Context: an optimization exercise on an open-source flow, tuned for small area, a short achievable clock period and few clock cycles per item. The choices shown serve that exercise and are no tape-out recipe. At most, simulation tests tie the RTL to the original design; equivalence was not proved. No functional check of the RTL was part of runs 1 to 6. Power is estimated from default activity; no workload was simulated.

## run.sh

```bash
#!/bin/bash
# synth_recipe.tcl (not shown) runs the flow's synth.tcl, then flattens the netlist and writes it again
# the make line also repeats each setting of config.mk as NAME=value (left out here)
make -C /OpenROAD-flow-scripts/flow DESIGN_CONFIG=/design/flow/config.mk WORK_HOME=/design/flow/orfs CLKGATE_MAP_FILE= SYNTH_SCRIPT=/design/flow/synth_recipe.tcl finish
```

## config.mk

```make
export PLATFORM = sky130hd
export DESIGN_NAME = led_matrix_pwm_scanner
export DESIGN_NICKNAME = led_matrix_pwm_scanner
export VERILOG_FILES = /design/flow/design.v
export SDC_FILE = /design/flow/constraint.sdc
export NUM_CORES = 4
export LEC_CHECK = 0
export CAP_MARGIN = 20
export CORE_MARGIN = 2
export CORE_UTILIZATION = 40
export SETUP_SLACK_MARGIN = 4.5
export SLEW_MARGIN = 20
```

## constraint.sdc

```tcl
create_clock -name core_clock -period 7.0 [get_ports {clk}]
set_input_delay 1.4000 -clock core_clock [delete_from_list [all_inputs] [get_ports {clk}]]
set_output_delay 1.4000 -clock core_clock [all_outputs]
set_load 0.01 [all_outputs]
```

## design.v

```verilog
package lmps_pkg;
  localparam int COLUMNS_DEF  = 8;
  localparam int CHANNELS_DEF = 15;
  localparam int PIXELS_DEF   = 5;
  localparam int OP_W       = 2;
  localparam int COORD_W    = 3;
  localparam int BYTE_W     = 8;
  localparam int DRIVE_W    = 15;
  localparam int IN_DATA_W  = 32;
  localparam int OUT_DATA_W = 24;
  localparam logic [3:0] TICK_LAST = 4'd15;
  localparam logic [OP_W-1:0] OP_TICK  = 2'd0;
  localparam logic [OP_W-1:0] OP_WRITE = 2'd1;
  localparam logic [OP_W-1:0] OP_CLEAR = 2'd2;
  localparam logic [OP_W-1:0] OP_NOP   = 2'd3;
  localparam logic [1:0] ACT_NONE  = 2'd0;
  localparam logic [1:0] ACT_SHIFT = 2'd1;
  localparam logic [1:0] ACT_RESET = 2'd2;
endpackage
module lmps_ram #(
  parameter int COLUMNS = 8,
  parameter int PIXELS  = 5,
  parameter int PW      = 15
) (
  input  logic                       clk,
  input  logic                       rst,
  input  logic                       we,
  input  logic [2:0]                 wcol,
  input  logic [2:0]                 wpix,
  input  logic [PW-1:0]              wdata,
  input  logic                       clr,
  input  logic [COLUMNS-1:0]         rsel,
  output logic [PIXELS*PW-1:0]       rdata,
  output logic [PIXELS-1:0]          rvalid
);
  logic [PW-1:0]     mem [COLUMNS][PIXELS];
  logic [PIXELS-1:0] vld [COLUMNS];
  always_ff @(posedge clk) begin
    for (int c = 0; c < COLUMNS; c++) begin
      for (int p = 0; p < PIXELS; p++) begin
        if (we && wcol == 3'(c) && wpix == 3'(p)) begin
          mem[c][p] <= wdata;
        end
      end
    end
  end
  always_ff @(posedge clk) begin
    for (int c = 0; c < COLUMNS; c++) begin
      for (int p = 0; p < PIXELS; p++) begin
        if (rst || clr) begin
          vld[c][p] <= 1'b0;
        end else if (we && wcol == 3'(c) && wpix == 3'(p)) begin
          vld[c][p] <= 1'b1;
        end
      end
    end
  end
  always_comb begin
    rdata  = '0;
    rvalid = '0;
    for (int c = 0; c < COLUMNS; c++) begin
      for (int p = 0; p < PIXELS; p++) begin
        rdata[p*PW +: PW] = rdata[p*PW +: PW] | (mem[c][p] & {PW{rsel[c]}});
      end
      rvalid = rvalid | (vld[c] & {PIXELS{rsel[c]}});
    end
  end
endmodule
module lmps_enc (
  input  logic [7:0] s,
  output logic [4:0] code
);
  logic lo;
  logic hi;
  assign lo   = (s[7:4] == 4'd0);
  assign hi   = (s[7:4] == 4'd1) && (s[3:0] <= 4'd13);
  assign code = hi ? {1'b1, s[3:0] + 4'd1} :
                lo ? {1'b0, s[3:0]} : 5'd0;
endmodule
module lmps_seq (
  input  logic [4:0] code,
  input  logic [3:0] t,
  output logic       on
);
  assign on = code[4] ^ (t <= code[3:0]);
endmodule
module led_matrix_pwm_scanner #(
  parameter int COLUMNS  = lmps_pkg::COLUMNS_DEF,
  parameter int CHANNELS = lmps_pkg::CHANNELS_DEF
) (
  input  logic                              clk,
  input  logic                              rst,
  input  logic                              s_tvalid,
  output logic                              s_tready,
  input  logic [lmps_pkg::IN_DATA_W-1:0]    s_tdata,
  input  logic [lmps_pkg::OP_W-1:0]         s_tuser,
  output logic                              m_tvalid,
  input  logic                              m_tready,
  output logic [lmps_pkg::OUT_DATA_W-1:0]   m_tdata
);
  localparam int PIXELS = lmps_pkg::PIXELS_DEF;
  localparam int PW     = 15;
  localparam int RW     = lmps_pkg::DRIVE_W + 2;
  logic              in_rdy;
  logic [PW-1:0]     in_pix;
  logic [3:0]        tick_pos;
  logic [COLUMNS-1:0] col_oh;
  logic [PIXELS*PW-1:0] snap;
  logic [PIXELS-1:0] snap_vld;
  logic [RW-1:0]     out_d;
  logic              sk_v;
  logic [1:0]        sk_act;
  logic              exec;
  logic              is_tick;
  logic              reload;
  logic              do_write;
  logic              do_clear;
  logic [3:0]        tick_new;
  logic [PIXELS*PW-1:0] col_data;
  logic [PIXELS-1:0] col_vld;
  logic [CHANNELS-1:0] drive;
  logic [1:0]        action;
  logic              sk_v_nx;
  assign s_tready = in_rdy;
  assign m_tdata  = {7'b0000000, out_d};
  assign exec     = s_tvalid && in_rdy;
  assign is_tick  = exec && (s_tuser == lmps_pkg::OP_TICK);
  assign reload   = is_tick && (tick_pos == lmps_pkg::TICK_LAST);
  assign do_write = exec && (s_tuser == lmps_pkg::OP_WRITE);
  assign do_clear = exec && (s_tuser == lmps_pkg::OP_CLEAR);
  assign tick_new = is_tick ? tick_pos + 4'd1 : tick_pos;
  lmps_enc u_enc_b (.s(s_tdata[21:14]), .code(in_pix[4:0]));
  lmps_enc u_enc_r (.s(s_tdata[13:6]),  .code(in_pix[9:5]));
  lmps_enc u_enc_g (.s(s_tdata[29:22]), .code(in_pix[14:10]));
  lmps_ram #(
    .COLUMNS (COLUMNS),
    .PIXELS  (PIXELS),
    .PW      (PW)
  ) u_frame (
    .clk    (clk),
    .rst    (rst),
    .we     (do_write),
    .wcol   (s_tdata[2:0]),
    .wpix   (s_tdata[5:3]),
    .wdata  (in_pix),
    .clr    (do_clear),
    .rsel   (col_oh),
    .rdata  (col_data),
    .rvalid (col_vld)
  );
  for (genvar k = 0; k < CHANNELS; k++) begin : g_drive
    logic [4:0] fc;
    logic       on;
    assign fc = col_data[5*k +: 5];
    lmps_seq u_cmp (
      .code (snap[5*k +: 5]),
      .t    (tick_new),
      .on   (on)
    );
    assign drive[k] = reload ? (col_vld[k/3] && !fc[4] && (fc[3:0] != 4'd0))
                             : (snap_vld[k/3] && on);
  end
  assign action = !reload   ? lmps_pkg::ACT_NONE :
                  col_oh[COLUMNS-1] ? lmps_pkg::ACT_RESET : lmps_pkg::ACT_SHIFT;
  always_ff @(posedge clk) begin
    if (rst) begin
      tick_pos <= '0;
      col_oh   <= COLUMNS'(1);
      snap_vld <= '0;
    end else if (is_tick) begin
      tick_pos <= reload ? 4'd1 : tick_new;
      if (reload) begin
        col_oh   <= {col_oh[COLUMNS-2:0], col_oh[COLUMNS-1]};
        snap_vld <= col_vld;
      end
    end
  end
  always_ff @(posedge clk) begin
    if (reload) begin
      snap <= col_data;
    end
  end
  assign sk_v_nx = m_tvalid && !m_tready && (sk_v || exec);
  always_ff @(posedge clk) begin
    if (rst) begin
      m_tvalid <= 1'b0;
      sk_v     <= 1'b0;
      in_rdy   <= 1'b1;
    end else begin
      m_tvalid <= (m_tvalid && !m_tready) || sk_v || exec;
      sk_v     <= sk_v_nx;
      in_rdy   <= !sk_v_nx;
    end
  end
  always_ff @(posedge clk) begin
    if (!m_tvalid || m_tready) begin
      out_d <= {sk_v ? sk_act : action, drive};
    end
    if (exec) begin
      sk_act <= action;
    end
  end
endmodule
```

==> metrics.cfg, run 1 <==
[floorplanning]
die_x_um = 271
pin_count = 64
num_rows = 97
start_util_pct = 40.5
die_area_sq_um = 73300
dieHeight_um = 271
coreArea_sq_um = 70300

[clocking]
cts_max_level = 3
clock_latency_ns = 0.62
clk_path_buf_depth = 3
path_clk_slew_ns = 0.06
hold_buffers = 0
cts_tree = done
clockRootBuffer = clkbuf_16
cts_sinks = 754
cts_made_buffers = 75

[outcome]
status = finished clean

[placed_design]
placed_area_sq_um = 30800
placedCellCount = 2648
place_ws_ns = 1.94
gp_congestion = 0.766
portBuffers = 54
dp_hpwl_um = 38200

[global_routing]
met3_usage_pct = 4.89
grtUsageMet2_pct = 38.2
met1_usage_pct = 33.5
grt-ovfl-total = 0
grt.busiest_layer = met2
grt.total_usage_pct = 24.5
first_global_vias = 17900
grt_pass1_wl_um = 128000
antenna_found_initial = 5
grt_max_degree = 57

[power_and_ir_drop]
internal_power_uw = 7210
power.density_nw_per_um2 = 247
pwr-share-seq_pct = 54.0
p_switching_uw = 1840
swShare_pct = 20.4
p_comb_share_pct = 3.5
pwr-share-clk_pct = 42.5
ir_drop_mv = 0.154
p_leak_uw = 0.0133

[synthesis]
syn_area_per_cell_sq_um = 16.5
synth_xor_area_share_pct = 0.646
synth-edff-count = 694
synth_cell_types = 41
synth_top_cell_area_share_pct = 73.2
synth_cells = 1724
synth_flop_cell = edfxtp_1
synth_area_leader_cell = edfxtp_1
ys_warn_count = 4
synth-compound-area-share_pct = 11.3
yosys-top-cells-area = edfxtp_1 (73%), a22oi_1 (8.4%), dfxtp_1 (4.2%), ha_1 (3.1%), nand4_1 (2.0%)
synthSimpleGateAreaFrac_pct = 5.36
synth_top_family_by_area = compound AO/OA/AOI/OAI gates
async_reset_ff_share_pct = 0
muxShareOfSynthArea_pct = 0.0396
synth_area_sq_um = 28500
yosysSeqAreaShare_pct = 77.4
synth_seq_cells = 754
synth_fa_ha_area_share_pct = 3.08

[layout]
final_cell_mix = edfxtp_1 (694), a22oi_1 (320), buf_4 (102), nand4_1 (91), clkbuf_16 (81)
layout.nets = 2116
finalInstanceArea_sq_um = 36600
mostFrequentLayoutCell = edfxtp_1
layout-drive-gt1-share_pct = 26.5
syn2layout_area_growth_pct = 28.7
instances_no_fill = 3010
nFillCells = 5511

[setup_path]
slowest_delay_ns = 0.38
crit_path_end = out_d[5]
crit_required_ns = 7.35
cp_num_cells = 11
endpoint_kind = flip-flop
path_delay_family = simple AND/OR/NAND/NOR gates
startpoint = s_tuser[0]
r2r_cells = 6
regToRegStartpoint = col_oh[6]
crit_type = input pin to flip-flop
cpMaxStageDelayCell = and4bb_4
timing.rr.end = out_d[5]
reg2reg_slack_ns = 4.11
cp.arrival_ns = 3.47
path_max_fanout = 5
cp_num_buf_inv = 2
start_kind = input pin
path_cells = buf_6 -> and4bb_4 -> nand4_1 -> xnor2_4 -> buf_6 -> ha_1 -> nand4_1 -> o21ai_1 -> a21oi_1 -> xor2_1 -> o21ai_1

[sta]
hold_viol = 0
slew_headroom_pct = 32.7
finalSetupViolCount = 0
period_share_pct = 44.6
tightestPinTransition_ns = 1.01
finalClockSkew_ns = 0.0249
post-route-min-period_ns = 3.12
whs_ns = 0.463
max_freq_mhz = 320
rsz0062_at_grt = yes
setup_tns_ns = 0
worst_slack_ns = 3.88
finalMaxSlewViolations = 0

[min_path]
hold_class = flip-flop to flip-flop

[run]
drv_cap = 0

[routing]
route.detailed.drc = 0
post_drt_via_cell_ratio = 6.16
ant_nets = 0
dr.pass1.iters = 6
drt_iter0_markers = 2666
dr_total_vias = 18500
wl_per_cell_um = 30.8
routed_wl_um = 92600

## layer usage
metal | part of all wire, % | wire, um | vias to the layer above
li1 | - | - | 7641
met2 | 46 | 42500 | 1207
met1 | 39 | 36100 | 9463
met3 | 11 | 9990 | 227
met5 | 0 | 0 | -
met4 | 4.4 | 4040 | 0
## worst min path at each step
stage | slack (ns) | depth (start not counted) | to | from
6_report | 0.46 | 1 | u_frame.vld[3][0] | u_frame.vld[3][0]
5_1_grt | 0.47 | 1 | u_frame.vld[5][1] | u_frame.vld[5][1]
4_1_cts | 0.47 | 1 | u_frame.vld[3][0] | u_frame.vld[3][0]
3_5_place_dp | 0.45 | 1 | u_frame.vld[4][0] | u_frame.vld[4][0]
3_3_place_gp | 0.45 | 1 | u_frame.vld[5][3] | u_frame.vld[5][3]
2_1_floorplan | 0.44 | 1 | u_frame.vld[1][3] | u_frame.vld[1][3]
## cells in the mapped netlist, types with 2 or more instances
master / n
nor3_1: 4
xor2_1: 14
nand3_1: 9
or3_1: 16
buf_4: 9
o21ai_0: 40
o21a_1: 40
ha_1: 70
a22o_1: 3
and4_1: 8
dfxtp_1: 60
nor3b_1: 2
buf_1: 27
a22oi_1: 320
nand4_1: 91
nor4_1: 18
xnor2_1: 7
o21ai_1: 3
nor2b_1: 15
nand2_1: 45
edfxtp_1: 694
nand2_2: 5
inv_1: 57
nand4bb_1: 3
o211ai_1: 10
nor2_1: 53
a21oi_1: 31
clkbuf_1: 45
buf_2: 10
a211oi_1: 4
## stage by stage
stage               power [uW]  utilization [%]
floorplan                 5070                -
global placement          5150             43.8
detailed placement        5160             43.8
CTS                       9050             51.0
global route              9280             52.1
finish                    9050             52.1
## cell type report
cell class                      instances  area, sq um  share of cell area, %
Antenna cell                            2         5.00                 0.0137
Clock buffer                          109         2120                   5.79
Sequential cell                       754        22100                   60.3
Clock inverter                         28          210                  0.574
Timing Repair inverter                  9         67.6                  0.184
Inverter                               57          282                  0.769
Timing Repair Buffer                  240         2910                   7.95
Tap cell                              940         1180                   3.21
Multi-Input combinational cell        871         7780                   21.2
## sequential cells by signal (all words and copies together) (netlist names)
signal,count
snap,75
sk_act,2
u_frame.vld,40
sk_v,1
col_oh,8
tick_pos,4
out_d,17
snap_vld,5
u_frame.mem,600
m_tvalid,1
in_rdy,1
## power groups by stage
stage / combinational, uW / clock, uW / sequential, uW
floorplan: 83.6 / 0 / 4990
global placement: 166 / 0 / 4990
detailed placement: 174 / 0 / 4990
CTS: 272 / 3880 / 4890
global route: 324 / 4070 / 4890
finish: 316 / 3850 / 4890
## repair_timing
item | in CTS | in global routing
endpoints found under the hold margin | 0 | 0
buffers inserted | 128 | 39
endpoints found under the setup margin | 1370 | 878
pin swaps | 106 | 59
resized for setup | 296 | 77
cloned | 48 | 8
## logic make-up (layout without fill, tap and decap cells)
logic type,count (synthesis),after routing
flops,754,754
mux,1,1
simple gates,276,277
fa+ha+maj,70,70
buf+inv,148,443
compound gates,453,495
xor+xnor,21,21
other cells,1,9
==> run 2: changes to the inputs <==
--- a/design.v
+++ b/design.v
@@ -84,3 +84,10 @@
 );
-  assign on = code[4] ^ (t <= code[3:0]);
+  logic [3:0] w;
+  logic       le;
+  assign w  = code[3:0];
+  assign le = (!t[3] && w[3]) || ((t[3] == w[3]) &&
+              ((!t[2] && w[2]) || ((t[2] == w[2]) &&
+              ((!t[1] && w[1]) || ((t[1] == w[1]) &&
+              (!t[0] || w[0]))))));
+  assign on = code[4] ^ le;
 endmodule
--- a/config.mk
+++ b/config.mk
@@ -10,3 +10,2 @@
 export CORE_UTILIZATION = 40
-export SETUP_SLACK_MARGIN = 4.5
 export SLEW_MARGIN = 20
==> run 2 against run 1 <==
Still clean. Die area shrank 0.98%. First-iteration DRC count fell by 29%. Non-clock buffer count is 118 lower. Hold slack gained 0.0037 ns. Combinational power decreased by 56%. Cell count shrank 7.4%. Global-route usage fell by 4.8 points. Cell area fell by 11%. Sequential share of layout area is 7.2 points higher. Fmax down 33%. Critical path type unchanged.
==> metrics.cfg, run 2 <==
[setup_path]
cp_num_buf_inv = 1
crit_type = input pin to flip-flop
path_delay_family = compound AO/OA/AOI/OAI gates
crit_required_ns = 7.35
slowest_delay_ns = 0.90
path_cells = clkdlybuf4s50_1 -> and4bb_1 -> nand2_1 -> xor2_4 -> ha_1 -> nor3_1 -> a2111oi_0 -> o21ai_0 -> a41o_1
path_max_fanout = 16
timing.rr.end = out_d[13]
cp.arrival_ns = 5.00
reg2reg_slack_ns = 3.44
cpMaxStageDelayCell = xor2_4
start_kind = input pin
endpoint_kind = flip-flop
regToRegStartpoint = in_rdy
r2r_cells = 8

[layout]
layout-drive-gt1-share_pct = 11.4
syn2layout_area_growth_pct = 16.2
finalInstanceArea_sq_um = 32700
largest_reg_flops = 600
reg_top3 = u_frame.mem x600, snap x75, u_frame.vld x40
layout.nets = 1882
final_cell_mix = edfxtp_1 (694), a22oi_1 (320), clkbuf_16 (81), nand4_1 (77), buf_4 (68)
regMostFlops = u_frame.mem
finish.utilization_pct = 46.8
mostFrequentLayoutCell = edfxtp_1

[synthesis]
synth_flop_cell = edfxtp_1
muxShareOfSynthArea_pct = 0.0355
synth_area_sq_um = 28200
synth_cell_types = 42
synth_cells = 1673
yosysSeqAreaShare_pct = 78.2
synth_xor_area_share_pct = 0.160
synth-compound-area-share_pct = 12.0
async_reset_ff_share_pct = 0
synth_area_leader_cell = edfxtp_1
yosys-top-cells-area = edfxtp_1 (74%), a22oi_1 (8.5%), dfxtp_1 (4.3%), ha_1 (2.4%), nand4_1 (1.7%)
synth_seq_cells = 754
synth_fa_ha_area_share_pct = 2.44
synth_top_cell_area_share_pct = 74.0
synth-edff-count = 694
synthTopCellsByCount = edfxtp_1 (694), a22oi_1 (320), clkbuf_1 (80), nand4_1 (77), nor2_1 (65)
synth_most_common_cell = edfxtp_1
synthSimpleGateAreaFrac_pct = 5.36
synth_top_family_by_area = compound AO/OA/AOI/OAI gates
syn_area_per_cell_sq_um = 16.8
ys_warn_count = 4

[routing]
routed_wl_um = 72100
wl_per_cell_um = 25.9
drt_iter0_markers = 1899
dr.pass1.iters = 5
post_drt_via_cell_ratio = 5.81
dr_total_vias = 16200
route.detailed.drc = 0
ant_nets = 0

[global_routing]
antenna_found_initial = 3
first_global_vias = 16200
grt_pass1_wl_um = 106000
grt.total_usage_pct = 19.7
grt-ovfl-total = 0
grt_max_degree = 65

[floorplanning]
dieHeight_um = 269
pin_count = 64
die_area_sq_um = 72600
num_rows = 97
die_x_um = 269
coreArea_sq_um = 69900
start_util_pct = 40.3

[min_path]
min_from = u_frame.vld[5][0]
worstHoldEndpoint = u_frame.vld[5][0]
holdPathStages = 1
hold_class = flip-flop to flip-flop

[clocking]
hold_buffers = 0
clk_path_buf_depth = 3
clockRootBuffer = clkbuf_16
path_clk_slew_ns = 0.06
cts_resized = 0
cts_made_buffers = 78
postCtsSetupBuffers = 0
cts_tree = done
cts_sinks = 754
clock_latency_ns = 0.61
cts_max_level = 3

[outcome]
status = finished clean

[sta]
period_share_pct = 66.4
finalSetupViolCount = 0
slew_headroom_pct = 23.3
tightestPinTransition_ns = 1.15
hold_viol = 0
post-route-min-period_ns = 4.65
max_freq_mhz = 215
finalClockSkew_ns = 0.0197
setup_tns_ns = 0
rsz0062_at_grt = no
finalMaxSlewViolations = 0

[placed_design]
placed_area_sq_um = 30200
dp_hpwl_um = 37000
portBuffers = 54
gp_congestion = 0.765

[power_and_ir_drop]
power.density_nw_per_um2 = 279
ir_drop_mv = 0.167
p_leak_uw = 0.0116

[run]
drv_cap = 0

run 2: changes by cell type after synthesis, sizes merged, moves of 14 or more:
| cell | previous run | this run |
|---|---|---|
| a41o | 0 | 20 |
| inv | 57 | 27 |
| nand4 | 91 | 77 |
| a2111oi | 0 | 15 |
| buf | 46 | 12 |
| ha | 70 | 55 |
| clkbuf | 45 | 80 |
| nor3 | 4 | 50 |
| o21ai | 43 | 28 |
run 2: cells by family after synthesis:
logic type,after synthesis
adder cells (fa/ha/maj),55
flip-flops,754
other,1
XOR/XNOR,3
AO/OA/AOI/OAI,449
AND/OR/NAND/NOR,290
buffers and inverters,120
multiplexers,1
run 2: worst reg2reg max path, cell delays in order, from the launching register on:
cell and delay, ns:
dfxtp_1 0.34, and4bb_1 0.48, nand2_1 0.21, xor2_4 0.90
ha_1 0.35, nor3_1 0.07, a2111oi_0 0.55, o21ai_0 0.16
a41o_1 0.26
run 2: how the worst max path moves through the flow:
stage / depth (start not counted) / slack [ns] / startpoint / end
2_1_floorplan: 7 / 2.43 / s_tdata[23] / u_frame.mem[0][12]
3_3_place_gp: 9 / 1.88 / s_tuser[1] / out_d[10]
3_5_place_dp: 9 / 1.76 / s_tuser[1] / out_d[10]
4_1_cts: 9 / 2.39 / s_tuser[1] / out_d[10]
5_1_grt: 9 / 2.13 / s_tuser[1] / out_d[10]
6_report: 9 / 2.35 / s_tuser[1] / out_d[13]
run 2: final cells by class:
| type | instances | area (sq um) |
|---|---|---|
| antenna | 2 | 5.00 |
| clock buffer | 112 | 2200 |
| clock inverter | 25 | 319 |
| fill | 5906 | 37200 |
| inverter | 28 | 106 |
| multi-input combinational | 805 | 5800 |
| sequential | 754 | 22100 |
| tap | 940 | 1180 |
| timing repair buffer | 122 | 1050 |
run 2: per-layer routing:
layer  up-vias  track usage (%)  wire, um
met5         -                0         0
met4         0             6.02      1470
met3        97             3.30      5610
met2       663             31.7     34200
met1      8340             27.5     30900
li1       7103                -         -
run 2: where the power goes:
part | leakage [uW] | switching (uW) | internal [uW]
combinational | 0.00232 | 94.3 | 43.7
clock | 0.00123 | 1620 | 2470
sequential | 0.00808 | 7.25 | 4890
run 2: per-stage QoR:
stage | std cells | hold WS, ns | power (uW) | setup slack (ns)
3_3_place_gp | 2649 | 0.447 | 5120 | 1.88
3_5_place_dp | 2649 | 0.454 | 5130 | 1.76
6_report | 2788 | 0.467 | 9130 | 2.35
4_1_cts | 2786 | 0.466 | 9190 | 2.39
5_1_grt | 2786 | 0.474 | 9380 | 2.13
2_1_floorplan | 1679 | 0.441 | 5050 | 2.43
==> run 3: changes to the inputs <==
--- a/config.mk
+++ b/config.mk
@@ -10,2 +10,4 @@
 export CORE_UTILIZATION = 40
+export SETUP_SLACK_MARGIN = 4.5
 export SLEW_MARGIN = 20
+export TNS_END_PERCENT = 0
==> run 3 against run 2 <==
Sequential cell count unchanged. Die area unchanged. First-iteration DRC count down 7.7%. Combinational power up 9%. Still clean on timing, DRC and antenna. Largest cell class unchanged. Cell count up 0.68%. Clock power down 5%. Sequential power about the same. Synthesized area unchanged. Register-to-register slack better by 0.72 ns. Cell area up 1.6%. Highest routed layer unchanged.
==> metrics.cfg, run 3 <==
[power_and_ir_drop]
power.density_nw_per_um2 = 269
internal_power_uw = 7230
ir_drop_mv = 0.178
p_comb_share_pct = 1.7
pwr-share-clk_pct = 43.7
p_switching_uw = 1720
swShare_pct = 19.2
p_leak_uw = 0.0118
pwr-share-seq_pct = 54.6

[floorplanning]
die_x_um = 269
start_util_pct = 40.3
pin_count = 64
num_rows = 97
die_area_sq_um = 72600
dieHeight_um = 269
coreArea_sq_um = 69900

[clocking]
clock_latency_ns = 0.61
cts_tree = done
cts_max_level = 3
cts_made_buffers = 75
cts_sinks = 754
hold_buffers = 0
clk_path_buf_depth = 3
clockRootBuffer = clkbuf_16
path_clk_slew_ns = 0.06

[global_routing]
first_global_vias = 16200
grt.total_usage_pct = 19.9
grt-ovfl-total = 0
grt_max_degree = 64
antenna_found_initial = 0
grt_pass1_wl_um = 107000

[synthesis]
synth_flop_cell = edfxtp_1
async_reset_ff_share_pct = 0
synth_cells = 1673
ys_warn_count = 4
synthTopCellsByCount = edfxtp_1 (694), a22oi_1 (320), clkbuf_1 (80), nand4_1 (77), nor2_1 (65)
synth_cell_types = 42
synth_seq_cells = 754
syn_area_per_cell_sq_um = 16.8
synth-edff-count = 694
yosys-top-cells-area = edfxtp_1 (74%), a22oi_1 (8.5%), dfxtp_1 (4.3%), ha_1 (2.4%), nand4_1 (1.7%)
synth_area_sq_um = 28200
synth_top_cell_area_share_pct = 74.0
synth_most_common_cell = edfxtp_1
yosysSeqAreaShare_pct = 78.2
synth_area_leader_cell = edfxtp_1

[routing]
route.detailed.drc = 0
dr.pass1.iters = 5
post_drt_via_cell_ratio = 5.86
wl_per_cell_um = 25.9
routed_wl_um = 72800
dr_total_vias = 16400
ant_nets = 0
drt_iter0_markers = 1752

[sta]
rsz0062_at_grt = yes
finalSetupViolCount = 0
setup_tns_ns = 0
finalClockSkew_ns = 0.0201
max_freq_mhz = 295
period_share_pct = 48.4
slew_headroom_pct = 28.6
finalMaxSlewViolations = 0
hold_viol = 0
tightestPinTransition_ns = 1.07
whs_ns = 0.465
post-route-min-period_ns = 3.39

[setup_path]
start_kind = input pin
crit_type = input pin to flip-flop
path_max_fanout = 7
endpoint_kind = flip-flop
cp.arrival_ns = 3.73
crit_required_ns = 7.34

[placed_design]
portBuffers = 54
gp_congestion = 0.779
dp_hpwl_um = 37100

[outcome]
status = finished clean

[layout]
final_cell_mix = edfxtp_1 (694), a22oi_1 (320), clkbuf_16 (79), nand4_1 (77), buf_4 (68)
multi_input_comb_area_sq_um = 6120
largest_reg_flops = 600
layout-drive-gt1-share_pct = 14.3
layout.nets = 1899
mostFrequentLayoutCell = edfxtp_1
syn2layout_area_growth_pct = 18.0
nFillCells = 5889
regMostFlops = u_frame.mem
reg_top3 = u_frame.mem x600, snap x75, u_frame.vld x40
ff_latch_area_sq_um = 22100

[run]
drv_cap = 0

[min_path]
hold_class = flip-flop to flip-flop

run 3: cell counts after synthesis:
Identical to the previous run, type by type.
run 3: final cells by class:
| class | instances | share of cell area [%] |
|---|---|---|
| flip-flops and latches | 754 | 66.4 |
| clock inverters | 36 | 0.960 |
| repair buffers | 142 | 4.12 |
| well taps | 940 | 3.54 |
| clock buffers | 99 | 6.23 |
| diodes | 3 | 0.0226 |
| inverters | 28 | 0.320 |
| multi-input cells | 805 | 18.4 |
run 3: metal layers:
metal  vias to the layer above  global-route usage [%]  share of wire (%)
met2                       737                    32.2                 48
li1                       7151                       -                  -
met4                         0                    5.04                1.5
met5                         -                       0                  0
met1                      8475                    27.7                 43
met3                        85                    3.69                8.1
run 3: power groups by stage:
| stage | Sequential [uW] | Combinational (uW) | Clock, uW |
|---|---|---|---|
| final | 4890 | 150 | 3910 |
| after global routing | 4890 | 160 | 4150 |
| after CTS | 4890 | 149 | 3970 |
| after detailed placement | 4990 | 139 | 0 |
| after global placement | 4990 | 134 | 0 |
| after floorplan | 4990 | 56.7 | 0 |
run 3: logic make-up after synthesis:
| kind of cell | synth area share, % |
|---|---|
| flip-flops | 78.2 |
| AO/OA/AOI/OAI | 12.0 |
| AND/OR/NAND/NOR | 5.36 |
| buffers and inverters | 1.74 |
| adder cells (fa/ha/maj) | 2.44 |
| XOR/XNOR | 0.160 |
| other | 0.0133 |
| multiplexers | 0.0355 |
run 3: timing repair:
| action | CTS | global route |
|---|---|---|
| endpoints found under the setup margin | 1371 | 1365 |
| pin swaps | 17 | 7 |
| gates cloned | 1 | 0 |
| resized for setup | 64 | 14 |
| buffers inserted | 18 | 1 |
run 3: stage by stage:
step	power [uW]	cells	area (sq um)	setup WS (ns)	utilization, %
floorplan	5050	1679	28400	3.43	-
global placement	5120	2649	30300	1.82	43.3
detailed placement	5130	2649	30300	1.70	43.3
CTS	9010	2803	33100	3.69	47.4
global route	9200	2804	33200	3.57	47.5
finish	8950	2807	33200	3.61	47.6
run 3: final timing paths:
path / cells after the start / endpoint / slack [ns] / startpoint
worst max-delay path: 11 / out_d[5] / 3.61 / s_tuser[1]
worst max register to register: 9 / out_d[1] / 4.16 / tick_pos[0]
worst min-delay path: 1 / u_frame.vld[2][1] / 0.47 / u_frame.vld[2][1]
worst min register to register: 1 / u_frame.vld[2][1] / 0.47 / u_frame.vld[2][1]
run 3: critical path: stages:
cell       delay (ns)
buf_6            0.11
and4bb_4         0.36
buf_6            0.12
mux2i_4          0.28
buf_12           0.19
buf_8            0.12
ha_4             0.19
nor3_2           0.21
a2111oi_4        0.06
or3_1            0.38
a41o_1           0.30
==> run 4: changes to the inputs <==
--- a/design.v
+++ b/design.v
@@ -82,12 +82,16 @@
   input  logic [3:0] t,
-  output logic       on
+  output logic       on_hold,
+  output logic       on_tick
 );
   logic [3:0] w;
-  logic       le;
+  logic       lt;
+  logic       eq;
   assign w  = code[3:0];
-  assign le = (!t[3] && w[3]) || ((t[3] == w[3]) &&
+  assign eq = (t == w);
+  assign lt = (!t[3] && w[3]) || ((t[3] == w[3]) &&
               ((!t[2] && w[2]) || ((t[2] == w[2]) &&
               ((!t[1] && w[1]) || ((t[1] == w[1]) &&
-              (!t[0] || w[0]))))));
-  assign on = code[4] ^ le;
+              (!t[0] && w[0]))))));
+  assign on_tick = code[4] ^ lt;
+  assign on_hold = code[4] ^ (lt || eq);
 endmodule
@@ -124,3 +128,2 @@
   logic              do_clear;
-  logic [3:0]        tick_new;
   logic [PIXELS*PW-1:0] col_data;
@@ -137,3 +140,2 @@
   assign do_clear = exec && (s_tuser == lmps_pkg::OP_CLEAR);
-  assign tick_new = is_tick ? tick_pos + 4'd1 : tick_pos;
   lmps_enc u_enc_b (.s(s_tdata[21:14]), .code(in_pix[4:0]));
@@ -159,11 +161,14 @@
     logic [4:0] fc;
-    logic       on;
+    logic       on_hold;
+    logic       on_tick;
     assign fc = col_data[5*k +: 5];
     lmps_seq u_cmp (
-      .code (snap[5*k +: 5]),
-      .t    (tick_new),
-      .on   (on)
+      .code    (snap[5*k +: 5]),
+      .t       (tick_pos),
+      .on_hold (on_hold),
+      .on_tick (on_tick)
     );
-    assign drive[k] = reload ? (col_vld[k/3] && !fc[4] && (fc[3:0] != 4'd0))
-                             : (snap_vld[k/3] && on);
+    assign drive[k] = reload  ? (col_vld[k/3] && !fc[4] && (fc[3:0] != 4'd0)) :
+                      is_tick ? (snap_vld[k/3] && on_tick)
+                              : (snap_vld[k/3] && on_hold);
   end
@@ -177,3 +182,3 @@
     end else if (is_tick) begin
-      tick_pos <= reload ? 4'd1 : tick_new;
+      tick_pos <= reload ? 4'd1 : tick_pos + 4'd1;
       if (reload) begin
==> run 4 against run 3 <==
Via count up 9.0%. Combinational power up 49%. Clock-buffer cell count down 3. Non-clock buffer count up 48. Cell area up 5.8%. Clock skew up 0.0087 ns. Largest cell class unchanged.
==> metrics.cfg, run 4 <==
[synthesis]
async_reset_ff_share_pct = 0
synth_area_leader_cell = edfxtp_1
synth_most_common_cell = edfxtp_1
synth_cell_types = 59
yosysSeqAreaShare_pct = 76.6
synth_area_sq_um = 28800
synth_top_cell_area_share_pct = 72.4
syn_area_per_cell_sq_um = 17.1
synth-edff-count = 694
synth_seq_cells = 754
ys_warn_count = 4
synth_cells = 1679
synth_flop_cell = edfxtp_1
synthTopCellsByCount = edfxtp_1 (694), a22oi_1 (320), nand4_1 (93), ha_1 (70), dfxtp_1 (60)
yosys-top-cells-area = edfxtp_1 (72%), a22oi_1 (8.4%), dfxtp_1 (4.2%), ha_1 (3.0%), nand4_1 (2.0%)

[power_and_ir_drop]
p_switching_uw = 1830
internal_power_uw = 7280
power_uw = 9110
p_comb_share_pct = 2.4
p_leak_uw = 0.0125
swShare_pct = 20.1
pwr-share-clk_pct = 43.9
ir_drop_mv = 0.155
power.density_nw_per_um2 = 259
pwr-share-seq_pct = 53.6

[setup_path]
cp.arrival_ns = 3.05
path_max_fanout = 7
path_delay_family = simple AND/OR/NAND/NOR gates
slowest_delay_ns = 0.55
r2r_cells = 5
regToRegStartpoint = col_oh[6]
cp_num_buf_inv = 1
crit_type = input pin to flip-flop
endpoint_kind = flip-flop
startpoint = s_tuser[0]
reg2reg_slack_ns = 4.38
cpMaxStageDelayCell = o211ai_1
crit_required_ns = 7.33
timing.rr.end = out_d[5]
path_cells = buf_2 -> and4b_4 -> nand2_8 -> or3b_1 -> o211ai_1
start_kind = input pin

[layout]
layout.nets = 1994
largest_reg_flops = 600
layout-drive-gt1-share_pct = 19.3
final_cell_mix = edfxtp_1 (694), a22oi_1 (320), nand4_1 (93), clkbuf_16 (79), ha_1 (70)
instances_no_fill = 2892
syn2layout_area_growth_pct = 22.3
antennaDiodeCount = 0
mostFrequentLayoutCell = edfxtp_1
reg_top3 = u_frame.mem x600, snap x75, u_frame.vld x40
regMostFlops = u_frame.mem

[placed_design]
dp_hpwl_um = 39900
gp_congestion = 0.759
placedCellCount = 2630
portBuffers = 54

[global_routing]
grt.total_usage_pct = 22.7
grt_max_degree = 52
grt-ovfl-total = 0
antenna_found_initial = 7
first_global_vias = 17400
grt_pass1_wl_um = 122000

[min_path]
hold_class = flip-flop to flip-flop
min_from = u_frame.vld[4][4]
holdPathStages = 1
worstHoldEndpoint = u_frame.vld[4][4]

[routing]
drt_iter0_markers = 2366
dr_total_vias = 17900
routed_wl_um = 86500
ant_nets = 0
post_drt_via_cell_ratio = 6.20
dr.pass1.iters = 7
route.detailed.drc = 0
wl_per_cell_um = 29.9

[clocking]
path_clk_slew_ns = 0.06
hold_buffers = 0
clk_path_buf_depth = 3
cts_sinks = 754
cts_tree = done
clock_latency_ns = 0.63
cts_max_level = 3
clockRootBuffer = clkbuf_16
cts_made_buffers = 76

[sta]
slew_headroom_pct = 49.5
rsz0062_at_grt = yes
max_freq_mhz = 369
finalSetupViolCount = 0
tightestPinTransition_ns = 0.757
hold_viol = 0
setup_tns_ns = 0
whs_ns = 0.467
period_share_pct = 38.7
finalClockSkew_ns = 0.0288
post-route-min-period_ns = 2.71
finalMaxSlewViolations = 0

[floorplanning]
start_util_pct = 40.3
pin_count = 64
die_area_sq_um = 74100
dieHeight_um = 272
die_x_um = 272
num_rows = 98
coreArea_sq_um = 71400

[outcome]
status = finished clean

[run]
drv_cap = 0

-- run 4: worst register-to-register path, delay by kind of cell, from the launching register on --
kind            cells  cell delay, ns
compound gates      2            0.72
flops               1            0.62
simple gates        2            0.61
buf+inv             1            0.38
-- run 4: area by class of cell --
cell class,count,area [sq um]
Tap cell,950,1190
Inverter,17,150
Multi-Input combinational cell,845,7040
Timing Repair Buffer,190,2280
Fill cell,5798,36200
Clock inverter,38,382
Clock buffer,96,2050
Timing Repair inverter,2,17.5
Sequential cell,754,22100
-- run 4: logic make-up after synthesis --
kind of cell	after synthesis	synth area share (%)
adders and majority gates	70	3.04
other	1	0.0130
and+or+nand+nor	262	5.30
AOI/OAI and AO/OA	477	12.3
buffers and inverters	110	2.54
DFF	754	76.6
xor gates and xnor gates	5	0.152
-- run 4: worst max path at each step --
stage | end | slack (ns) | cells after the start
6_report | out_d[5] | 4.29 | 5
2_1_floorplan | u_frame.mem[35][0] | 4.08 | 4
3_3_place_gp | out_d[1] | 2.28 | 7
3_5_place_dp | out_d[1] | 2.25 | 7
4_1_cts | m_tdata[6] | 4.25 | 1
5_1_grt | u_frame.mem[0][0] | 4.26 | 6
-- run 4: metrics by stage --
| step | instance area (sq um) | setup slack (ns) | util, % |
|---|---|---|---|
| finish | 35200 | 4.29 | 49.3 |
| CTS | 34900 | 4.25 | 48.9 |
| global placement | 30300 | 2.28 | 42.5 |
| global route | 35200 | 4.26 | 49.3 |
| floorplan | 29000 | 4.08 | - |
| detailed placement | 30400 | 2.25 | 42.7 |
-- run 4: routing by layer --
layer | global-route usage (%) | routed length, um | vias to the layer above
met5 | 0 | 15 | -
met4 | 7.36 | 2430 | 2
met3 | 5.62 | 10400 | 181
met2 | 34.9 | 39100 | 1143
met1 | 31.8 | 34600 | 9149
li1 | - | - | 7456
-- run 4: power groups by stage --
stage / clock network, uW / logic, uW / registers [uW]
2_1_floorplan: 0 / 64.8 / 4990
3_3_place_gp: 0 / 142 / 4980
3_5_place_dp: 0 / 148 / 4980
4_1_cts: 4050 / 207 / 4890
5_1_grt: 4220 / 231 / 4890
6_report: 4000 / 223 / 4890
-- run 4: what timing repair did --
item / CTS / global route
resized for setup: 176 / 46
pin swaps: 66 / 8
setup endpoints to repair: 1366 / 1198
cloned: 23 / 3
endpoints found under the hold margin: 0 / 0
setup buffers: 94 / 8
==> run 5: changes to the inputs <==
--- a/config.mk
+++ b/config.mk
@@ -10,2 +10,3 @@
 export CORE_UTILIZATION = 40
+export CTS_BUF_LIST = sky130_fd_sc_hd__clkbuf_4
 export SETUP_SLACK_MARGIN = 4.5
==> run 5 against run 4 <==
Largest power group unchanged. Clock skew rose by 0.018 ns. Highest routed layer is now met4. Clock-buffer cell count increased by 171. Critical path depth unchanged. Core utilization down 1.7 points. Cell count grew 5.0%. Fmax down 13%. First-iteration DRC count shrank 20%. Via count down 2.3%. Worst setup slack worse by 0.41 ns. Still clean on timing, DRC and antenna.
==> metrics.cfg, run 5 <==
[floorplanning]
start_util_pct = 40.3
num_rows = 98
dieHeight_um = 272
die_x_um = 272
coreArea_sq_um = 71400
die_area_sq_um = 74100
pin_count = 64

[synthesis]
synth_xor_area_share_pct = 0.152
synth_cells = 1679
synth_area_leader_cell = edfxtp_1
synth-edff-count = 694
synthSimpleGateAreaFrac_pct = 5.30
synth_top_family_by_area = compound AO/OA/AOI/OAI gates
yosys-top-cells-area = edfxtp_1 (72%), a22oi_1 (8.4%), dfxtp_1 (4.2%), ha_1 (3.0%), nand4_1 (2.0%)
synth_most_common_cell = edfxtp_1
async_reset_ff_share_pct = 0
synth_flop_cell = edfxtp_1
synth_seq_cells = 754
ys_warn_count = 4
synthTopCellsByCount = edfxtp_1 (694), a22oi_1 (320), nand4_1 (93), ha_1 (70), dfxtp_1 (60)
synth_fa_ha_area_share_pct = 3.04
synth_top_cell_area_share_pct = 72.4
synth-compound-area-share_pct = 12.3
synth_cell_types = 59
muxShareOfSynthArea_pct = 0
syn_area_per_cell_sq_um = 17.1
synth_area_sq_um = 28800
yosysSeqAreaShare_pct = 76.6

[min_path]
hold_class = flip-flop to flip-flop
holdPathStages = 1

[outcome]
status = finished clean

[power_and_ir_drop]
p_switching_uw = 1850
p_comb_share_pct = 1.8
p_leak_uw = 0.0121
swShare_pct = 21.3
power.density_nw_per_um2 = 256
power_uw = 8690
internal_power_uw = 6840
ir_drop_mv = 0.113
pwr-share-clk_pct = 42.0
pwr-share-seq_pct = 56.2

[global_routing]
grt-ovfl-total = 0
antenna_found_initial = 4
grt_max_degree = 52
first_global_vias = 17400
grt.total_usage_pct = 20.3
grt_pass1_wl_um = 110000

[layout]
reg_top3 = u_frame.mem x600, snap x75, u_frame.vld x40
nFillCells = 6101
layout-drive-gt1-share_pct = 21.7
layout.nets = 2029
mostFrequentLayoutCell = edfxtp_1
final_cell_mix = edfxtp_1 (694), a22oi_1 (320), clkbuf_4 (267), nand4_1 (93), ha_1 (70)
largest_reg_flops = 600
syn2layout_area_growth_pct = 17.9
instances_no_fill = 3037
regMostFlops = u_frame.mem

[placed_design]
dp_hpwl_um = 39900
gp_congestion = 0.759
place_ws_ns = 2.25
portBuffers = 54
placedCellCount = 2630

[setup_path]
crit_required_ns = 7.67
path_max_fanout = 16
r2r_cells = 5
crit_type = input pin to flip-flop
cp.arrival_ns = 3.79
endpoint_kind = flip-flop
start_kind = input pin

[sta]
period_share_pct = 44.6
worst_slack_ns = 3.88
post-route-min-period_ns = 3.12
whs_ns = 0.467
rsz0062_at_grt = yes
finalClockSkew_ns = 0.0463
finalMaxSlewViolations = 0
hold_viol = 0
finalSetupViolCount = 0
tightestPinTransition_ns = 0.975
max_freq_mhz = 321
setup_tns_ns = 0
slew_headroom_pct = 34.8

[clocking]
clock_latency_ns = 1.04
clockRootBuffer = clkbuf_4
cts_tree = done
hold_buffers = 0
cts_made_buffers = 184
path_clk_slew_ns = 0.06
clk_path_buf_depth = 3
cts_max_level = 4
cts_sinks = 754

[routing]
dr.pass1.iters = 6
wl_per_cell_um = 25.0
routed_wl_um = 75800
dr_total_vias = 17500
drt_iter0_markers = 1883
post_drt_via_cell_ratio = 5.77
ant_nets = 0
route.detailed.drc = 0

[run]
drv_cap = 0

run 5: cell counts after synthesis:
Identical to the previous run, type by type.
run 5: cell families after synthesis:
| logic type | count (synthesis) |
|---|---|
| and+or+nand+nor | 262 |
| other | 1 |
| AOI/OAI and AO/OA | 477 |
| xor gates and xnor gates | 5 |
| buffers and inverters | 110 |
| adders and majority gates | 70 |
| DFF | 754 |
run 5: worst paths after layout:
path | start | end | slack (ns)
worst min register to register | u_frame.vld[4][1] | u_frame.vld[4][1] | 0.47
worst min-delay path | u_frame.vld[4][1] | u_frame.vld[4][1] | 0.47
worst max register to register | col_oh[6] | out_d[5] | 3.97
worst max-delay path | s_tuser[1] | u_frame.mem[30][2] | 3.88
run 5: per-stage QoR:
stage | cell area (sq um) | util [%]
after CTS | 33200 | 46.5
after global placement | 30300 | 42.5
final | 33900 | 47.5
after detailed placement | 30400 | 42.7
after floorplan | 29000 | -
after global routing | 33900 | 47.5
run 5: timing repair:
action	in CTS	in global routing
setup buffers	13	40
pin swaps	10	28
resized for setup	67	7
endpoints found under the setup margin	1060	1209
run 5: metal layers:
metal	vias to the layer above	GRT usage [%]	routed length [um]	part of all wire [%]
met5	-	0	0	0
met4	0	6.77	1180	1.6
met3	95	4.24	6680	8.8
met2	866	31.5	35200	46
met1	8933	28.7	32700	43
li1	7626	-	-	-
run 5: final cells by class:
cell class | count | area (sq um) | area share, %
inverters | 17 | 83.8 | 0.247
diodes | 9 | 22.5 | 0.0664
multi-input cells | 821 | 6440 | 19.0
well taps | 950 | 1190 | 3.50
clock buffers | 267 | 2000 | 5.91
clock inverters | 76 | 413 | 1.22
flip-flops and latches | 754 | 22100 | 65.1
repair buffers | 143 | 1700 | 5.00
run 5: power groups by stage:
| stage | registers (uW) | logic [uW] | clock network, uW |
|---|---|---|---|
| after floorplan | 4990 | 64.8 | 0 |
| after global placement | 4980 | 142 | 0 |
| after detailed placement | 4980 | 148 | 0 |
| after CTS | 4890 | 150 | 3730 |
| after global routing | 4880 | 167 | 3960 |
| final | 4890 | 157 | 3650 |
run 5: critical path, cell delays in order:
cell and delay (ns):
clkdlybuf4s50_1 0.53, and4b_1 0.70, nand3_1 0.58, nor2_2 0.22, buf_4 0.34
==> run 6: changes to the inputs <==
--- a/config.mk
+++ b/config.mk
@@ -10,3 +10,4 @@
 export CORE_UTILIZATION = 40
-export CTS_BUF_LIST = sky130_fd_sc_hd__clkbuf_4
+export CTS_BUF_LIST = sky130_fd_sc_hd__clkbuf_8
+export CTS_CLUSTER_SIZE = 30
 export SETUP_SLACK_MARGIN = 4.5
==> run 6 against run 5 <==
Clock-buffer cell count shrank 139. Hold slack lost 0.0018 ns. Clock power shrank 5.5%. Die area is the same. Global-route usage grew 1.2 points. Worst setup slack gained 0.29 ns. Synthesized cell count is the same. Critical path depth is the same. Cell area grew 0.89%. Clock skew grew 0.0026 ns. First-iteration DRC count shrank 3.0%. Sequential cell count is the same. Critical path type unchanged.
==> metrics.cfg, run 6 <==
[synthesis]
synth-edff-count = 694
synth_top_cell_area_share_pct = 72.4
synth_area_sq_um = 28800
yosys-top-cells-area = edfxtp_1 (72%), a22oi_1 (8.4%), dfxtp_1 (4.2%), ha_1 (3.0%), nand4_1 (2.0%)
synth_flop_cell = edfxtp_1
synth_seq_cells = 754
yosysSeqAreaShare_pct = 76.6
synth_cells = 1679
synth_most_common_cell = edfxtp_1
synth_area_leader_cell = edfxtp_1
syn_area_per_cell_sq_um = 17.1
synthTopCellsByCount = edfxtp_1 (694), a22oi_1 (320), nand4_1 (93), ha_1 (70), dfxtp_1 (60)
ys_warn_count = 4
async_reset_ff_share_pct = 0
synth_cell_types = 59

[layout]
mostFrequentLayoutCell = edfxtp_1
largest_reg_flops = 600
regMostFlops = u_frame.mem
finalInstanceArea_sq_um = 34200
instances_no_fill = 2937
layout.nets = 1994
reg_top3 = u_frame.mem x600, snap x75, u_frame.vld x40
syn2layout_area_growth_pct = 19.0
finish.utilization_pct = 48.0
final_cell_mix = edfxtp_1 (694), a22oi_1 (320), clkbuf_8 (128), nand4_1 (93), ha_1 (70)
layout-drive-gt1-share_pct = 18.0
nFillCells = 5965

[clocking]
path_clk_slew_ns = 0.06
clock_latency_ns = 0.75
clockRootBuffer = clkbuf_8
cts_sinks = 754
clk_path_buf_depth = 3
cts_made_buffers = 118
hold_buffers = 0
cts_max_level = 3
cts_tree = done

[sta]
finalClockSkew_ns = 0.0489
rsz0062_at_grt = yes
tightestPinTransition_ns = 0.826
post-route-min-period_ns = 2.83
finalSetupViolCount = 0
hold_viol = 0
max_freq_mhz = 353
finalMaxSlewViolations = 0
setup_tns_ns = 0
slew_headroom_pct = 44.9
period_share_pct = 40.4

[floorplanning]
pin_count = 64
num_rows = 98
die_x_um = 272
start_util_pct = 40.3
die_area_sq_um = 74100
coreArea_sq_um = 71400
dieHeight_um = 272

[placed_design]
portBuffers = 54
gp_congestion = 0.759
dp_hpwl_um = 39900
placed_area_sq_um = 30400
placedCellCount = 2630

[min_path]
min_from = u_frame.vld[4][1]
worstHoldEndpoint = u_frame.vld[4][1]
hold_class = flip-flop to flip-flop
holdPathStages = 1

[global_routing]
grt_max_degree = 52
grt.total_usage_pct = 21.5
first_global_vias = 17400
grt_pass1_wl_um = 117000
grt-ovfl-total = 0
antenna_found_initial = 2

[outcome]
status = finished clean

[setup_path]
crit_type = input pin to flip-flop
timing.rr.end = out_d[5]
crit_required_ns = 7.42
endpoint_kind = flip-flop
reg2reg_slack_ns = 4.18
start_kind = input pin
r2r_cells = 5
regToRegStartpoint = col_oh[6]
path_max_fanout = 6
cp.arrival_ns = 3.25

[routing]
ant_nets = 0
dr.pass1.iters = 5
routed_wl_um = 80200
wl_per_cell_um = 27.3
dr_total_vias = 17400
post_drt_via_cell_ratio = 5.93
drt_iter0_markers = 1827
route.detailed.drc = 0

[power_and_ir_drop]
p_leak_uw = 0.0123
ir_drop_mv = 0.135
power.density_nw_per_um2 = 249

[run]
drv_cap = 0

==> run 6: cell types whose count changed in the layout (fill, tap and decap cells not counted), moves of 4 or more <==
cell	before	now
clkbuf_8	0	128
clkinv_1	57	20
o21ai_4	2	8
clkbuf_4	267	0
diode_2	9	2
dlygate4sd2_1	11	18
buf_12	34	38
clkdlybuf4s50_1	35	26
inv_2	6	0
buf_4	46	59
inv_1	13	69
==> run 6: through the flow <==
stage               total power [uW]  setup slack [ns]  hold WS, ns
CTS                             8570              4.12        0.468
global route                    8780              4.13        0.480
global placement                5130              2.28        0.447
detailed placement              5130              2.25        0.454
floorplan                       5050              4.08        0.441
finish                          8530              4.17        0.465
==> run 6: logic make-up (layout without fill, tap and decap cells) <==
logic type               after synthesis  count (layout)  synth area share [%]
XOR/XNOR                               5               5                 0.152
other                                  1               9                0.0130
AO/OA/AOI/OAI                        477             487                  12.3
flip-flops                           754             754                  76.6
AND/OR/NAND/NOR                      262             263                  5.30
buffers and inverters                110             399                  2.54
adder cells (fa/ha/maj)               70              70                  3.04
==> run 6: worst max path at each step <==
stage                           from  cells past startpoint            endpoint
final                     s_tuser[0]                      5            out_d[5]
after global routing        out_d[6]                      1          m_tdata[6]
after CTS                   out_d[6]                      1          m_tdata[6]
after detailed placement  s_tuser[1]                      7            out_d[1]
after global placement    s_tuser[1]                      7            out_d[1]
after floorplan           s_tuser[1]                      4  u_frame.mem[35][0]
==> run 6: critical path: stages <==
cell and delay, ns:
dlygate4sd2_1 0.29, and4b_4 0.40, nand2_8 0.16, or3b_1 0.42, o211ai_1 0.57
==> run 6: timing repair <==
action                      CTS  global route
setup endpoints to repair  1366          1243
cloned                       11             0
pin swaps                    54             4
resized for setup           113            18
setup buffers                69             6
==> run 6: final cells by class <==
type                            count  area (sq um)  area share, %
Antenna cell                        2          5.00         0.0146
Clock inverter                     91           458           1.34
Clock buffer                      128          1760           5.15
Inverter                           17           135          0.395
Sequential cell                   754         22100           64.5
Timing Repair Buffer              163          1870           5.46
Tap cell                          950          1190           3.47
Multi-Input combinational cell    832          6740           19.7
==> run 6: layer usage <==
layer	vias to the layer above	track usage, %	routed length [um]
li1	7427	-	-
met5	-	0	0
met4	0	5.93	1610
met2	882	33.7	37100
met1	8985	30.5	34300
met3	131	4.64	7230
==> run 6: report_power, final <==
group	total, uW	switching, uW	leakage [uW]	internal [uW]
logic	184	130	0.00286	54.1
clock network	3450	1690	0.00134	1760
registers	4890	3.46	0.00808	4890
total	8530	1830	0.0123	6700
==> run 7: changes to the inputs <==
--- a/design.v
+++ b/design.v
@@ -115,2 +115,7 @@
   logic              in_rdy;
+  logic              cmd_v;
+  logic [1:0]        cmd_op;
+  logic [2:0]        cmd_col;
+  logic [2:0]        cmd_row;
+  logic [PW-1:0]     cmd_pix;
   logic [PW-1:0]     in_pix;
@@ -132,2 +137,3 @@
   logic [1:0]        action;
+  logic              cmd_v_nx;
   logic              sk_v_nx;
@@ -135,7 +141,7 @@
   assign m_tdata  = {7'b0000000, out_d};
-  assign exec     = s_tvalid && in_rdy;
-  assign is_tick  = exec && (s_tuser == lmps_pkg::OP_TICK);
+  assign exec     = cmd_v && !sk_v;
+  assign is_tick  = exec && (cmd_op == lmps_pkg::OP_TICK);
   assign reload   = is_tick && (tick_pos == lmps_pkg::TICK_LAST);
-  assign do_write = exec && (s_tuser == lmps_pkg::OP_WRITE);
-  assign do_clear = exec && (s_tuser == lmps_pkg::OP_CLEAR);
+  assign do_write = exec && (cmd_op == lmps_pkg::OP_WRITE);
+  assign do_clear = exec && (cmd_op == lmps_pkg::OP_CLEAR);
   lmps_enc u_enc_b (.s(s_tdata[21:14]), .code(in_pix[4:0]));
@@ -151,5 +157,5 @@
     .we     (do_write),
-    .wcol   (s_tdata[2:0]),
-    .wpix   (s_tdata[5:3]),
-    .wdata  (in_pix),
+    .wcol   (cmd_col),
+    .wpix   (cmd_row),
+    .wdata  (cmd_pix),
     .clr    (do_clear),
@@ -176,2 +182,21 @@
                   col_oh[COLUMNS-1] ? lmps_pkg::ACT_RESET : lmps_pkg::ACT_SHIFT;
+  assign cmd_v_nx = in_rdy ? s_tvalid : (cmd_v && !exec);
+  assign sk_v_nx  = (!m_tvalid || m_tready) ? 1'b0 : (sk_v || exec);
+  always_ff @(posedge clk) begin
+    if (rst) begin
+      cmd_v  <= 1'b0;
+      in_rdy <= 1'b1;
+    end else begin
+      cmd_v  <= cmd_v_nx;
+      in_rdy <= !(cmd_v_nx && sk_v_nx);
+    end
+  end
+  always_ff @(posedge clk) begin
+    if (in_rdy) begin
+      cmd_op  <= s_tuser;
+      cmd_col <= s_tdata[2:0];
+      cmd_row <= s_tdata[5:3];
+      cmd_pix <= in_pix;
+    end
+  end
   always_ff @(posedge clk) begin
@@ -194,3 +219,2 @@
   end
-  assign sk_v_nx = m_tvalid && !m_tready && (sk_v || exec);
   always_ff @(posedge clk) begin
@@ -199,3 +223,2 @@
       sk_v     <= 1'b0;
-      in_rdy   <= 1'b1;
     end else begin
@@ -203,3 +226,2 @@
       sk_v     <= sk_v_nx;
-      in_rdy   <= !sk_v_nx;
     end
--- a/config.mk
+++ b/config.mk
@@ -10,4 +10,2 @@
 export CORE_UTILIZATION = 40
-export CTS_BUF_LIST = sky130_fd_sc_hd__clkbuf_8
-export CTS_CLUSTER_SIZE = 30
 export SETUP_SLACK_MARGIN = 4.5
==> run 7 against run 6 <==
Still clean on timing, DRC and antenna. Critical path depth fell by 3. Cell count shrank 1.0%. Core utilization decreased by 0.97 points. Fmax is 7.3% higher. Synthesized cell count up 4.5%. Global-route usage decreased by 1.1 points. Clock-buffer cell count down 21. Worst setup slack gained 0.19 ns. Sequential power increased by 3%. Cell area is 0.17% higher. Hold slack better by 0.0030 ns. Critical path type is now flip-flop to primary output. Critical endpoint is now s_tready. Largest cell class unchanged.
==> metrics.cfg, run 7 <==
[floorplanning]
die_x_um = 276
num_rows = 99
dieHeight_um = 276
start_util_pct = 40.5
pin_count = 64
die_area_sq_um = 76000
coreArea_sq_um = 73000

[setup_path]
path_max_fanout = 2
crit_required_ns = 5.60
endpoint_kind = primary output
crit_type = flip-flop to primary output
startpoint = in_rdy
cpMaxStageDelayCell = dfxtp_4
path_cells = buf_12 -> buf_6
start_kind = flip-flop
cp.arrival_ns = 1.24
slowest_delay_ns = 0.35
regToRegStartpoint = col_oh[3]
r2r_cells = 5

[layout]
finish.utilization_pct = 47.0
antennaDiodeCount = 0
reg_top3 = u_frame.mem x600, snap x75, u_frame.vld x40
regMostFlops = u_frame.mem
syn2layout_area_growth_pct = 16.1
finalInstanceArea_sq_um = 34300
largest_reg_flops = 600
instances_no_fill = 2907
layout.nets = 1997
mostFrequentLayoutCell = edfxtp_1
final_cell_mix = edfxtp_1 (717), a22oi_1 (320), nand4_1 (93), clkbuf_16 (81), nor2_1 (75)
layout-drive-gt1-share_pct = 12.5

[run]
drv_cap = 0

[placed_design]
dp_hpwl_um = 40700
portBuffers = 54
placedCellCount = 2751
placed_area_sq_um = 31400
gp_congestion = 0.776

[routing]
routed_wl_um = 77800
wl_per_cell_um = 26.8
drt_iter0_markers = 2056
dr_total_vias = 17100
ant_nets = 0
route.detailed.drc = 0
dr.pass1.iters = 5
post_drt_via_cell_ratio = 5.88

[clocking]
clk_path_buf_depth = 3
clockRootBuffer = clkbuf_16
clock_latency_ns = 0.62
cts_tree = done
cts_sinks = 778
path_clk_slew_ns = 0.06
cts_max_level = 3
cts_made_buffers = 79
hold_buffers = 0

[power_and_ir_drop]
ir_drop_mv = 0.196
p_leak_uw = 0.0104
power.density_nw_per_um2 = 270
power_uw = 9260

[synthesis]
synth_most_common_cell = edfxtp_1
synth_area_leader_cell = edfxtp_1
async_reset_ff_share_pct = 0
ys_warn_count = 4
yosysSeqAreaShare_pct = 77.1
synth_top_cell_area_share_pct = 72.9
synth_seq_cells = 778
synthTopCellsByCount = edfxtp_1 (717), a22oi_1 (320), nand4_1 (93), nor2_1 (75), ha_1 (70)
synth_flop_cell = edfxtp_1
yosys-top-cells-area = edfxtp_1 (73%), a22oi_1 (8.1%), dfxtp_1 (4.1%), ha_1 (3.0%), nand4_1 (2.0%)
synth_area_sq_um = 29500
synth_cells = 1754
syn_area_per_cell_sq_um = 16.8
synth-edff-count = 717
synth_cell_types = 63

[sta]
finalMaxSlewViolations = 0
rsz0062_at_grt = yes
finalClockSkew_ns = 0.0303
finalSetupViolCount = 0
post-route-min-period_ns = 2.64
period_share_pct = 37.7
setup_tns_ns = 0
slew_headroom_pct = 37.5
hold_viol = 0
max_freq_mhz = 379
tightestPinTransition_ns = 0.927

[global_routing]
grt-ovfl-total = 0
grt.total_usage_pct = 20.4
grt_pass1_wl_um = 112000
first_global_vias = 17000
antenna_found_initial = 3
grt_max_degree = 67

[min_path]
holdPathStages = 1
hold_class = flip-flop to flip-flop
min_from = u_frame.vld[1][1]

[outcome]
status = finished clean

[run 7: cell count changes in the layout (fill, tap and decap cells not counted), moves of 23 or more]
cell / previous run / this run
buf_12: 38 / 6
clkbuf_1: 0 / 24
clkbuf_16: 0 / 81
clkbuf_8: 128 / 2
edfxtp_1: 694 / 717
inv_1: 69 / 10
nor2_1: 13 / 75
nor2_4: 38 / 0
[run 7: final timing paths]
path                                          end  slack [ns]
worst max register to register           out_d[9]        4.38
worst max-delay path                     s_tready        4.36
worst min register to register  u_frame.vld[1][1]        0.47
worst min-delay path            u_frame.vld[1][1]        0.47
[run 7: cells by family (layout without fill, tap and decap cells)]
| logic type | Yosys count | in the layout | share of synthesized area (%) |
|---|---|---|---|
| buffers and inverters | 111 | 299 | 1.77 |
| adder cells (fa/ha/maj) | 70 | 70 | 2.97 |
| flip-flops | 778 | 778 | 77.1 |
| AND/OR/NAND/NOR | 311 | 311 | 5.97 |
| XOR/XNOR | 5 | 5 | 0.148 |
| other | 1 | 7 | 0.0127 |
| AO/OA/AOI/OAI | 478 | 478 | 12.1 |
[run 7: repair_timing]
action	in CTS	in global routing
setup endpoints to repair	160	183
pin swaps	1	3
gates resized for setup	78	24
gates cloned	1	0
buffers inserted	11	4
[run 7: stage by stage]
step                setup slack, ns  hold WS [ns]
floorplan                      4.47         0.437
global placement               3.69         0.447
detailed placement             3.65         0.456
CTS                            4.34         0.470
global route                   4.33         0.476
finish                         4.36         0.468
[run 7: metal layers]
layer,GRT usage [%],share of wire [%],up-vias
li1,-,-,7481
met1,27.4,41,8757
met4,5.81,2.1,0
met3,4.03,8.3,102
met5,0,0,-
met2,33.9,48,764
[run 7: critical path: cells and delay by family, from the launching register on]
kind                   cells  cell delay [ns]
buffers and inverters      2             0.26
flip-flops                 1             0.35
[run 7: layout make-up]
type / instances / area [sq um]
fillers: 6122 / 38700
flip-flops and latches: 778 / 22800
multi-input cells: 871 / 6390
clock buffers: 107 / 2140
repair buffers: 144 / 1350
well taps: 959 / 1200
clock inverters: 33 / 333
inverters: 15 / 83.8
[run 7: where the power goes]
group,internal [uW],leakage (uW),switching (uW)
registers,5050,0.00656,12.1
logic,42.6,0.00261,93.8
clock network,2370,0.00121,1690
total,7460,0.0104,1800
Testbench counts of run 7, summed over its fixed seeds: cycles 12,016, items 12,000.
==> run 8: changes to the inputs <==
--- a/config.mk
+++ b/config.mk
@@ -10,2 +10,4 @@
 export CORE_UTILIZATION = 40
+export CTS_CLUSTER_DIAMETER = 60
+export CTS_CLUSTER_SIZE = 40
 export SETUP_SLACK_MARGIN = 4.5
==> run 8 against run 7 <==
Still clean on timing, DRC and antenna. Critical path depth did not move. Clock skew rose by 0.0087 ns. Cell count fell by 1.8%. Routed wire length fell by 1.3%. Clock-buffer cell count fell by 58. Fmax fell by 0.90%. Global-route usage fell by 0.34 points. Core utilization fell by 1.1 points. Combinational power barely moved. Synthesized cell count did not move. First-iteration DRC count fell by 10%. Total power fell by 10%.
==> metrics.cfg, run 8 <==
[outcome]
status = finished clean

[routing]
wl_per_cell_um = 26.9
dr_total_vias = 16900
route.detailed.drc = 0
post_drt_via_cell_ratio = 5.91
drt_iter0_markers = 1849
dr.pass1.iters = 5
ant_nets = 0
routed_wl_um = 76800

[clocking]
cts_max_level = 2
clk_path_buf_depth = 3
path_clk_slew_ns = 0.09
cts_tree = done
clockRootBuffer = clkbuf_16
clock_latency_ns = 0.64
cts_made_buffers = 46
cts_sinks = 778
hold_buffers = 0

[floorplanning]
die_area_sq_um = 76000
die_x_um = 276
coreArea_sq_um = 73000
pin_count = 64
start_util_pct = 40.5
dieHeight_um = 276
num_rows = 99

[synthesis]
synth_most_common_cell = edfxtp_1
syn_area_per_cell_sq_um = 16.8
ys_warn_count = 4
synth_flop_cell = edfxtp_1
yosysSeqAreaShare_pct = 77.1
yosys-top-cells-area = edfxtp_1 (73%), a22oi_1 (8.1%), dfxtp_1 (4.1%), ha_1 (3.0%), nand4_1 (2.0%)
synthTopCellsByCount = edfxtp_1 (717), a22oi_1 (320), nand4_1 (93), nor2_1 (75), ha_1 (70)
synth_area_sq_um = 29500
synth_cell_types = 63
synth_area_leader_cell = edfxtp_1
async_reset_ff_share_pct = 0
synth_seq_cells = 778
synth-edff-count = 717
synth_top_cell_area_share_pct = 72.9
synth_cells = 1754

[placed_design]
gp_congestion = 0.776
placedCellCount = 2751
portBuffers = 54
dp_hpwl_um = 40700
place_ws_ns = 3.65

[sta]
max_freq_mhz = 376
rsz0062_at_grt = yes
tightestPinTransition_ns = 0.897
finalSetupViolCount = 0
period_share_pct = 38.0
setup_tns_ns = 0
finalClockSkew_ns = 0.0390
slew_headroom_pct = 39.6
worst_slack_ns = 4.34
post-route-min-period_ns = 2.66
finalMaxSlewViolations = 0
hold_viol = 0
whs_ns = 0.473

[setup_path]
r2r_cells = 7
start_kind = flip-flop
endpoint_kind = primary output
crit_type = flip-flop to primary output
cp.arrival_ns = 1.26
path_max_fanout = 2
crit_required_ns = 5.60

[run]
drv_cap = 0

[min_path]
holdPathStages = 1
hold_class = flip-flop to flip-flop

[layout]
layout.nets = 1965
regMostFlops = u_frame.mem
reg_top3 = u_frame.mem x600, snap x75, u_frame.vld x40
nFillCells = 6178
largest_reg_flops = 600
layout-drive-gt1-share_pct = 11.9
syn2layout_area_growth_pct = 13.5
instances_no_fill = 2855
final_cell_mix = edfxtp_1 (717), a22oi_1 (320), nand4_1 (93), buf_4 (76), nor2_1 (75)
mostFrequentLayoutCell = edfxtp_1

[global_routing]
grt.total_usage_pct = 20.1
grt_max_degree = 67
grt_pass1_wl_um = 111000
antenna_found_initial = 3
grt-ovfl-total = 0
first_global_vias = 16600

[power_and_ir_drop]
ir_drop_mv = 0.264
power.density_nw_per_um2 = 248
power_uw = 8330
p_leak_uw = 0.00997

-- run 8: cell counts after synthesis --
Identical to the previous run, type by type.
-- run 8: path summary, 6_finish.rpt --
check                    startpoint                end  slack [ns]
setup / recovery             in_rdy           s_tready        4.34
setup reg to reg        tick_pos[3]          out_d[14]        4.35
hold reg to reg   u_frame.vld[1][3]  u_frame.vld[1][3]        0.47
hold / removal    u_frame.vld[1][3]  u_frame.vld[1][3]        0.47
-- run 8: layout make-up --
cell class | instances | area, sq um | area share, %
sequential | 778 | 22800 | 68.0
multi-input combinational | 871 | 6380 | 19.1
timing repair buffer | 145 | 1340 | 3.99
clock buffer | 49 | 1230 | 3.66
tap | 959 | 1200 | 3.58
clock inverter | 37 | 497 | 1.48
inverter | 15 | 83.8 | 0.250
antenna | 1 | 2.50 | 0.00747
-- run 8: worst max-delay path: stages (launching register included) --
cell and delay, ns:
dfxtp_4 0.36, buf_12 0.14, buf_6 0.12
-- run 8: report_power, final --
group / switching (uW) / internal (uW)
Sequential: 12.0 / 5040
Combinational: 93.2 / 42.4
Clock: 1730 / 1410
Total: 1830 / 6490
-- run 8: cell families (layout without fill, tap and decap cells) --
group,Yosys count,in the layout,synth area share [%]
other,1,8,0.0127
adder cells (fa/ha/maj),70,70,2.97
XOR/XNOR,5,5,0.148
AND/OR/NAND/NOR,311,311,5.97
AO/OA/AOI/OAI,478,478,12.1
buffers and inverters,111,246,1.77
flip-flops,778,778,77.1
-- run 8: through the flow --
stage / utilization [%] / cell area, sq um
after floorplan: - / 29600
after global placement: 43.1 / 31400
after detailed placement: 43.1 / 31400
after CTS: 45.8 / 33400
after global routing: 45.9 / 33500
final: 45.9 / 33500
-- run 8: timing repair --
item / CTS / global route
gates resized for setup: 78 / 19
buffers inserted: 12 / 4
pin swaps: 1 / 2
cloned: 1 / 0
endpoints found under the setup margin: 163 / 163
-- run 8: routing by layer --
| layer | part of all wire [%] | vias to the layer above | track usage (%) |
|---|---|---|---|
| met4 | 1.8 | 0 | 4.39 |
| li1 | - | 7406 | - |
| met5 | 0 | - | 0 |
| met2 | 48 | 734 | 33.5 |
| met1 | 41 | 8642 | 27.4 |
| met3 | 8.4 | 89 | 3.98 |

==> afterwards: timing with drivers on the ports <==
The results above use ideal ports. As a check the final layouts listed here were re-extracted and re-timed, cells and wires unchanged.
Step 1, drivers: a clkbuf_16 drives clk and a buf_2 each remaining input, both assumed.
Step 2 times the ports against the registers' clock, not the clock port: input delays grow and output delays shrink by t, the midpoint of the rising clock arrivals with the driver on.
Slacks: ideal ports / drivers / drivers and shift; pairs: ideal ports / drivers.
| run | t, ns | setup WS [ns] |
|---|---|---|
| run 1 | 0.671 | 3.876 / 3.908 / 3.237 |
| run 2 | 0.659 | 2.355 / 2.393 / 1.734 |
| run 3 | 0.663 | 3.612 / 3.642 / 2.979 |
| run 4 | 0.673 | 4.288 / 4.260 / 3.654 |
| run 5 | 1.067 | 3.881 / 3.861 / 2.841 |
| run 6 | 0.781 | 4.170 / 4.132 / 3.428 |
| run 7 | 0.666 | 4.364 / 4.302 / 3.799 |
| run 8 | 0.682 | 4.340 / 4.278 / 3.750 |
After both steps setup and hold are still met in every run listed.
